This design comes from an exercise in tuning for small area on the open sky130 flow, not from production work. The RTL was checked by simulation tests, not by an equivalence proof against the original design. Power and IR drop assume default switching activity.

## run A
Design multi_timer_unit_four_channel, start of the top module:
module multi_timer_unit_four_channel #(
  parameter int NUM_TIMERS = 4
) (
  input  logic                      clk,
  input  logic                      rst,
  input  logic                      req_valid,
  output logic                      req_ready,
  input  logic [1:0]                req_cmd,
  input  logic [4:0]                req_reg_word,
  input  logic [31:0]               req_write_data,
  output logic                      rsp_valid,
  input  logic                      rsp_ready,
  output logic [31:0]               rsp_read_data,
  output logic [3:0]                rsp_irq_lines
);
  logic [3:0]  irq_mask, raw_status;
  logic [31:0] reload_value [4];
  logic [31:0] count_value  [4];
  logic [7:0]  control_word [4];
  logic        out_valid;
  logic        rd_pending;
  logic [4:0]  rd_word;
  logic        accept, is_tick, is_write;
  logic [31:0] load_data;
  logic [7:0]  zero_data;
  logic [3:0]  expire;
  ...
For scale: ~0.016 mm² of cells after synthesis.
==> flow/config.mk <==
export PLATFORM = sky130hd
export DESIGN_NAME = multi_timer_unit_four_channel
export DESIGN_NICKNAME = multi_timer_unit_four_channel
export VERILOG_FILES = /design/flow/design.v
export SDC_FILE = /design/flow/constraint.sdc
export NUM_CORES = 4
export LEC_CHECK = 0
export CAP_MARGIN = 20
export CORE_MARGIN = 2
export CORE_UTILIZATION = 40
export SLEW_MARGIN = 20
==> flow/constraint.sdc <==
create_clock -name core_clock -period 7.0 [get_ports {clk}]
set_input_delay 1.4000 -clock core_clock [delete_from_list [all_inputs] [get_ports {clk}]]
set_output_delay 1.4000 -clock core_clock [all_outputs]
set_load 0.01 [all_outputs]
standard.sh (not shown) runs the stock make flow with config.mk's settings and CLKGATE_MAP_FILE= SYNTH_SCRIPT=/design/flow/synth_recipe.tcl, a recipe that flattens the netlist after the stock synthesis.
==> flow/flow/run.sh <==
#!/bin/bash
# Standard ORFS flow with three changes:
#  * after floorplan, the synthesized logic is restructured for area by
#    OpenROAD's restructure (registers are not touched);
#  * clock-tree options: clkbuf_8 clusters, no dummy loads;
#  * port buffers are buf_1.
# Each tool writes its full output to a log file of its own here.
set -euo pipefail
HERE=$(pwd)
bash standard.sh floorplan > standard_floorplan.log 2>&1
RES=$HERE/orfs/results/$FLOW_PLATFORM/multi_timer_unit_four_channel/base
LIB=$FLOW_HOME/platforms/$FLOW_PLATFORM/lib/sky130_fd_sc_hd__tt_025C_1v80.lib
mkdir -p $HERE/restructure_work
# restructure reads its own copy of the library without the platform's
# dont-use cells.
python3 $HERE/flow/filter_lib.py $LIB $HERE/restructure_lib.lib "*lpflow* *probe*" > filter_lib.log 2>&1
cat > $HERE/restructure.tcl <<EOT
read_liberty $LIB
read_db $RES/2_floorplan.odb
read_sdc $RES/2_floorplan.sdc
source $FLOW_HOME/platforms/$FLOW_PLATFORM/setRC.tcl
report_design_area
remove_buffers
report_design_area
set_dont_use [get_lib_cells {*lpflow* *probe*}]
restructure -target area -liberty_file $HERE/restructure_lib.lib -tielo_port sky130_fd_sc_hd__conb_1/LO -tiehi_port sky130_fd_sc_hd__conb_1/HI -work_dir $HERE/restructure_work -abc_logfile $HERE/restructure_abc.log
report_design_area
# A second pass is kept only if it makes the area smaller.
write_db $HERE/restructure_pass1.odb
set area1 [rsz::design_area]
restructure -target area -liberty_file $HERE/restructure_lib.lib -tielo_port sky130_fd_sc_hd__conb_1/LO -tiehi_port sky130_fd_sc_hd__conb_1/HI -work_dir $HERE/restructure_work -abc_logfile $HERE/restructure_abc2.log
report_design_area
set area2 [rsz::design_area]
report_wns
report_tns
if { \$area2 < \$area1 } {
  puts "keeping the second pass"
  write_db $RES/2_floorplan.odb
} else {
  puts "keeping the first pass"
  file copy -force $HERE/restructure_pass1.odb $RES/2_floorplan.odb
}
EOT
openroad -exit $HERE/restructure.tcl > restructure.log 2>&1
CTS="-sink_clustering_enable -repair_clock_nets -buf_list sky130_fd_sc_hd__clkbuf_8 -sink_clustering_size 16 -sink_clustering_max_diameter 50 -dont_use_dummy_load"
bash standard.sh finish "CTS_ARGS=$CTS" "BUFFER_PORTS_ARGS=-buffer_cell sky130_fd_sc_hd__buf_1" > standard.log 2>&1
Other scripts of this flow, unchanged in this note and not shown: flow/flow/filter_lib.py
The inputs of run B differ from those of run A as listed below.
diff --git a/flow/flow/run.sh b/flow/flow/run.sh
--- a/flow/flow/run.sh
+++ b/flow/flow/run.sh
@@ -44,3 +44,3 @@
 openroad -exit $HERE/restructure.tcl > restructure.log 2>&1
-CTS="-sink_clustering_enable -repair_clock_nets -buf_list sky130_fd_sc_hd__clkbuf_8 -sink_clustering_size 16 -sink_clustering_max_diameter 50 -dont_use_dummy_load"
+CTS="-sink_clustering_enable -repair_clock_nets -buf_list sky130_fd_sc_hd__clkbuf_8 -sink_clustering_size 24 -sink_clustering_max_diameter 60 -dont_use_dummy_load"
 bash standard.sh finish "CTS_ARGS=$CTS" "BUFFER_PORTS_ARGS=-buffer_cell sky130_fd_sc_hd__buf_1" > standard.log 2>&1
diff --git a/flow/config.mk b/flow/config.mk
--- a/flow/config.mk
+++ b/flow/config.mk
@@ -9,3 +9,3 @@
 export CORE_MARGIN = 2
-export CORE_UTILIZATION = 40
+export CORE_UTILIZATION = 55
 export SLEW_MARGIN = 20
Results
- Delta (run B minus run A): cell count went down about 6.6%; switching fraction of total power held; peak ir drop on the vdd network went up 97%; combinational power share went up 0.3 points.
- [compare] base=run A new=run B: global placement routability congestion now sits higher, cell area fell by about 1.4%.
[inputs] run C vs run B
diff --git a/flow/flow/run.sh b/flow/flow/run.sh
--- a/flow/flow/run.sh
+++ b/flow/flow/run.sh
@@ -44,3 +44,3 @@
 openroad -exit $HERE/restructure.tcl > restructure.log 2>&1
-CTS="-sink_clustering_enable -repair_clock_nets -buf_list sky130_fd_sc_hd__clkbuf_8 -sink_clustering_size 24 -sink_clustering_max_diameter 60 -dont_use_dummy_load"
+CTS="-sink_clustering_enable -repair_clock_nets -buf_list sky130_fd_sc_hd__clkbuf_8 -sink_clustering_size 16 -sink_clustering_max_diameter 50 -dont_use_dummy_load"
 bash standard.sh finish "CTS_ARGS=$CTS" "BUFFER_PORTS_ARGS=-buffer_cell sky130_fd_sc_hd__buf_1" > standard.log 2>&1
diff --git a/flow/config.mk b/flow/config.mk
--- a/flow/config.mk
+++ b/flow/config.mk
@@ -7,5 +7,5 @@
 export LEC_CHECK = 0
-export CAP_MARGIN = 20
+export CAP_MARGIN = 0
 export CORE_MARGIN = 2
-export CORE_UTILIZATION = 55
-export SLEW_MARGIN = 20
+export CORE_UTILIZATION = 40
+export SLEW_MARGIN = 0
--- outcome ---
- The final worst setup slack reported for run C is smaller than that of run B by 0.079 ns.
- Looking only at maximum frequency, and setting everything else aside, the higher value of run C and run B goes to run B.
- The cell count in run B is 0.935 times that in run C.
- No run among run C and run B stopped early or left any final violation; all are clean.
## Diff of input files: run D against run C
diff --git a/flow/config.mk b/flow/config.mk
--- a/flow/config.mk
+++ b/flow/config.mk
@@ -7,5 +7,5 @@
 export LEC_CHECK = 0
-export CAP_MARGIN = 0
+export CAP_MARGIN = 20
 export CORE_MARGIN = 2
-export CORE_UTILIZATION = 40
-export SLEW_MARGIN = 0
+export CORE_UTILIZATION = 55
+export SLEW_MARGIN = 20
## What came out
Run D went all the way through synthesis, placement and routing and the layout is clean on timing, DRC and antenna. Per the comparison of run D with run C, critical path depth fell by 3.8%; area growth from synthesis to layout fell by 0.87 points; setup slack rose by 0.022 ns. Run D vs. run C: number of non-clock buffers in the layout lost 1; power neither gained nor lost much; detailed-route vias per instance picked up an extra 7.3%. A startpoint of the worst setup timing path of rst is what run D shows, while rsp_ready belongs to run C.
For run E, these inputs were changed with respect to run D:
diff --git a/flow/flow/run.sh b/flow/flow/run.sh
--- a/flow/flow/run.sh
+++ b/flow/flow/run.sh
@@ -1,3 +1,5 @@
 #!/bin/bash
-# Standard ORFS flow with three changes:
+# Standard ORFS flow with four changes:
+#  * after the standard synthesis, the logic between the registers is
+#    re-mapped for area by ABC (flow/resynth.ys);
 #  * after floorplan, the synthesized logic is restructured for area by
@@ -9,2 +11,14 @@
 HERE=$(pwd)
+bash standard.sh synth > standard_synth.log 2>&1
+RES=$HERE/orfs/results/$FLOW_PLATFORM/multi_timer_unit_four_channel/base
+LIB=$FLOW_HOME/platforms/$FLOW_PLATFORM/lib/sky130_fd_sc_hd__tt_025C_1v80.lib
+# ABC and restructure map onto a copy of the library without the platform's
+# dont-use cells.
+python3 $HERE/flow/filter_lib.py $LIB $HERE/restructure_lib.lib "*lpflow* *probe*" > filter_lib.log 2>&1
+# Re-map the logic between the registers of the standard synthesis for area
+# (flow/resynth.ys); the registers keep their instances, names and cells.
+cp $RES/1_2_yosys.v $HERE/std_1_2_yosys.v
+yosys -l $HERE/resynth.log -q -s $HERE/flow/resynth.ys > resynth_stdout.log 2>&1
+cp $HERE/resynth.v $RES/1_2_yosys.v
+rm -f $RES/1_synth.odb $RES/1_synth.sdc
 bash standard.sh floorplan > standard_floorplan.log 2>&1
@@ -15,3 +29,2 @@
 # dont-use cells.
-python3 $HERE/flow/filter_lib.py $LIB $HERE/restructure_lib.lib "*lpflow* *probe*" > filter_lib.log 2>&1
 cat > $HERE/restructure.tcl <<EOT
==> flow/flow/area.abc (new file) <==
&get -n
&st
&dch -f
&nf -R 1000 -p -a
&st
&syn2
&if -g -K 6
&synch2
&nf -R 1000 -p
&st
&syn2
&if -g -K 6
&synch2
&nf -R 1000 -p
&st
&dch -f
&nf -R 1000 -p -a
&put
==> flow/flow/resynth.ys (new file) <==
# Re-map the combinational logic of the standard synthesis netlist for area.
# The flip-flops are kept as they are (same instances, names and cells);
# only the gates between them are re-mapped by ABC with an area-oriented script.
read_liberty -ignore_miss_func restructure_lib.lib
blackbox sky130_fd_sc_hd__dfxtp_1 sky130_fd_sc_hd__edfxtp_1
read_verilog std_1_2_yosys.v
hierarchy -top multi_timer_unit_four_channel
flatten
opt -purge
abc -liberty restructure_lib.lib -script flow/area.abc
setundef -zero
splitnets
opt_clean -purge
hilomap -singleton -hicell sky130_fd_sc_hd__conb_1 HI -locell sky130_fd_sc_hd__conb_1 LO
insbuf -buf sky130_fd_sc_hd__buf_4 A X
opt_clean -purge
rename -enumerate
stat -liberty restructure_lib.lib
write_verilog -noattr -noexpr -nohex -nodec resynth.v
diff --git a/flow/config.mk b/flow/config.mk
--- a/flow/config.mk
+++ b/flow/config.mk
@@ -9,3 +9,3 @@
 export CORE_MARGIN = 2
-export CORE_UTILIZATION = 55
+export CORE_UTILIZATION = 40
 export SLEW_MARGIN = 20
==> comparison <==
As of run E, average instance area after synthesis had fallen by a few percent compared to run D. The run showing the smaller via count is run D. The final reports for run E and run D show die area higher in the former. Combinational power share on run E is down relative to run D. Setup slack in run E is smaller than in run D. Row sequential share of cell area: run E lower / run D higher.
diff inputs: run E => run F
diff --git a/flow/flow/run.sh b/flow/flow/run.sh
--- a/flow/flow/run.sh
+++ b/flow/flow/run.sh
@@ -1,5 +1,3 @@
 #!/bin/bash
-# Standard ORFS flow with four changes:
-#  * after the standard synthesis, the logic between the registers is
-#    re-mapped for area by ABC (flow/resynth.ys);
+# Standard ORFS flow with three changes:
 #  * after floorplan, the synthesized logic is restructured for area by
@@ -11,14 +9,2 @@
 HERE=$(pwd)
-bash standard.sh synth > standard_synth.log 2>&1
-RES=$HERE/orfs/results/$FLOW_PLATFORM/multi_timer_unit_four_channel/base
-LIB=$FLOW_HOME/platforms/$FLOW_PLATFORM/lib/sky130_fd_sc_hd__tt_025C_1v80.lib
-# ABC and restructure map onto a copy of the library without the platform's
-# dont-use cells.
-python3 $HERE/flow/filter_lib.py $LIB $HERE/restructure_lib.lib "*lpflow* *probe*" > filter_lib.log 2>&1
-# Re-map the logic between the registers of the standard synthesis for area
-# (flow/resynth.ys); the registers keep their instances, names and cells.
-cp $RES/1_2_yosys.v $HERE/std_1_2_yosys.v
-yosys -l $HERE/resynth.log -q -s $HERE/flow/resynth.ys > resynth_stdout.log 2>&1
-cp $HERE/resynth.v $RES/1_2_yosys.v
-rm -f $RES/1_synth.odb $RES/1_synth.sdc
 bash standard.sh floorplan > standard_floorplan.log 2>&1
@@ -29,2 +15,3 @@
 # dont-use cells.
+python3 $HERE/flow/filter_lib.py $LIB $HERE/restructure_lib.lib "*lpflow* *probe*" > filter_lib.log 2>&1
 cat > $HERE/restructure.tcl <<EOT
diff --git a/flow/config.mk b/flow/config.mk
--- a/flow/config.mk
+++ b/flow/config.mk
@@ -10,2 +10,3 @@
 export CORE_UTILIZATION = 40
+export GPL_TIMING_DRIVEN = 0
 export SLEW_MARGIN = 20
removed: flow/flow/area.abc
removed: flow/flow/resynth.ys
## What came out
Run F ends up with a count of clock-buffer cells in the layout that is 1 lower than in run E.
Run F against run E: count of nets after finishing up about 3%; power up 1.7%; area of the mapped netlist up 0.0011 mm²; relative area change from synthesis to final layout down 6.6 points.

-- port drivers added, routing unchanged --
The results above use ideal ports. As a check the final layouts listed here were re-extracted and re-timed, cells and wires unchanged.
Step 1 assumes that a clkbuf_16 drives the clock port and a buf_2 every other input.
Step 2 moves the port delays by t, midway between the first and last clock arrival at a register: inputs arrive t later, outputs are due t later. That takes back most of the time a late clock gives input paths.
a / b / c = ideal ports / drivers / drivers and shift; a / b = the first two.
run | shift t [ns] | slack for setup (ns) | worst setup path after step 2 | worst register clock-pin slew, ns | worst slew at a driven data input, ns
run A | 0.605 | 0.802 / 0.829 / 0.225 | input to register | 0.10 / 0.10 | 0.05
run B | 0.649 | 0.832 / 0.857 / 0.208 | input to register | 0.12 / 0.12 | 0.03
run C | 0.620 | 0.754 / 0.783 / 0.163 | input to register | 0.10 / 0.10 | 0.04
run D | 0.595 | 0.776 / 0.802 / 0.206 | input to register | 0.10 / 0.10 | 0.03
run E | 0.598 | 0.650 / 0.650 / 0.143 | input to register | 0.11 / 0.11 | 0.06
run F | 0.587 | 0.459 / 0.487 / -0.100 | input to register | 0.10 / 0.10 | 0.03
Met with ideal ports but missed after step 2: setup timing in run F. The setup slack of run B, which loses most, moves by +0.025 ns with the drivers and by -0.624 ns with both steps.
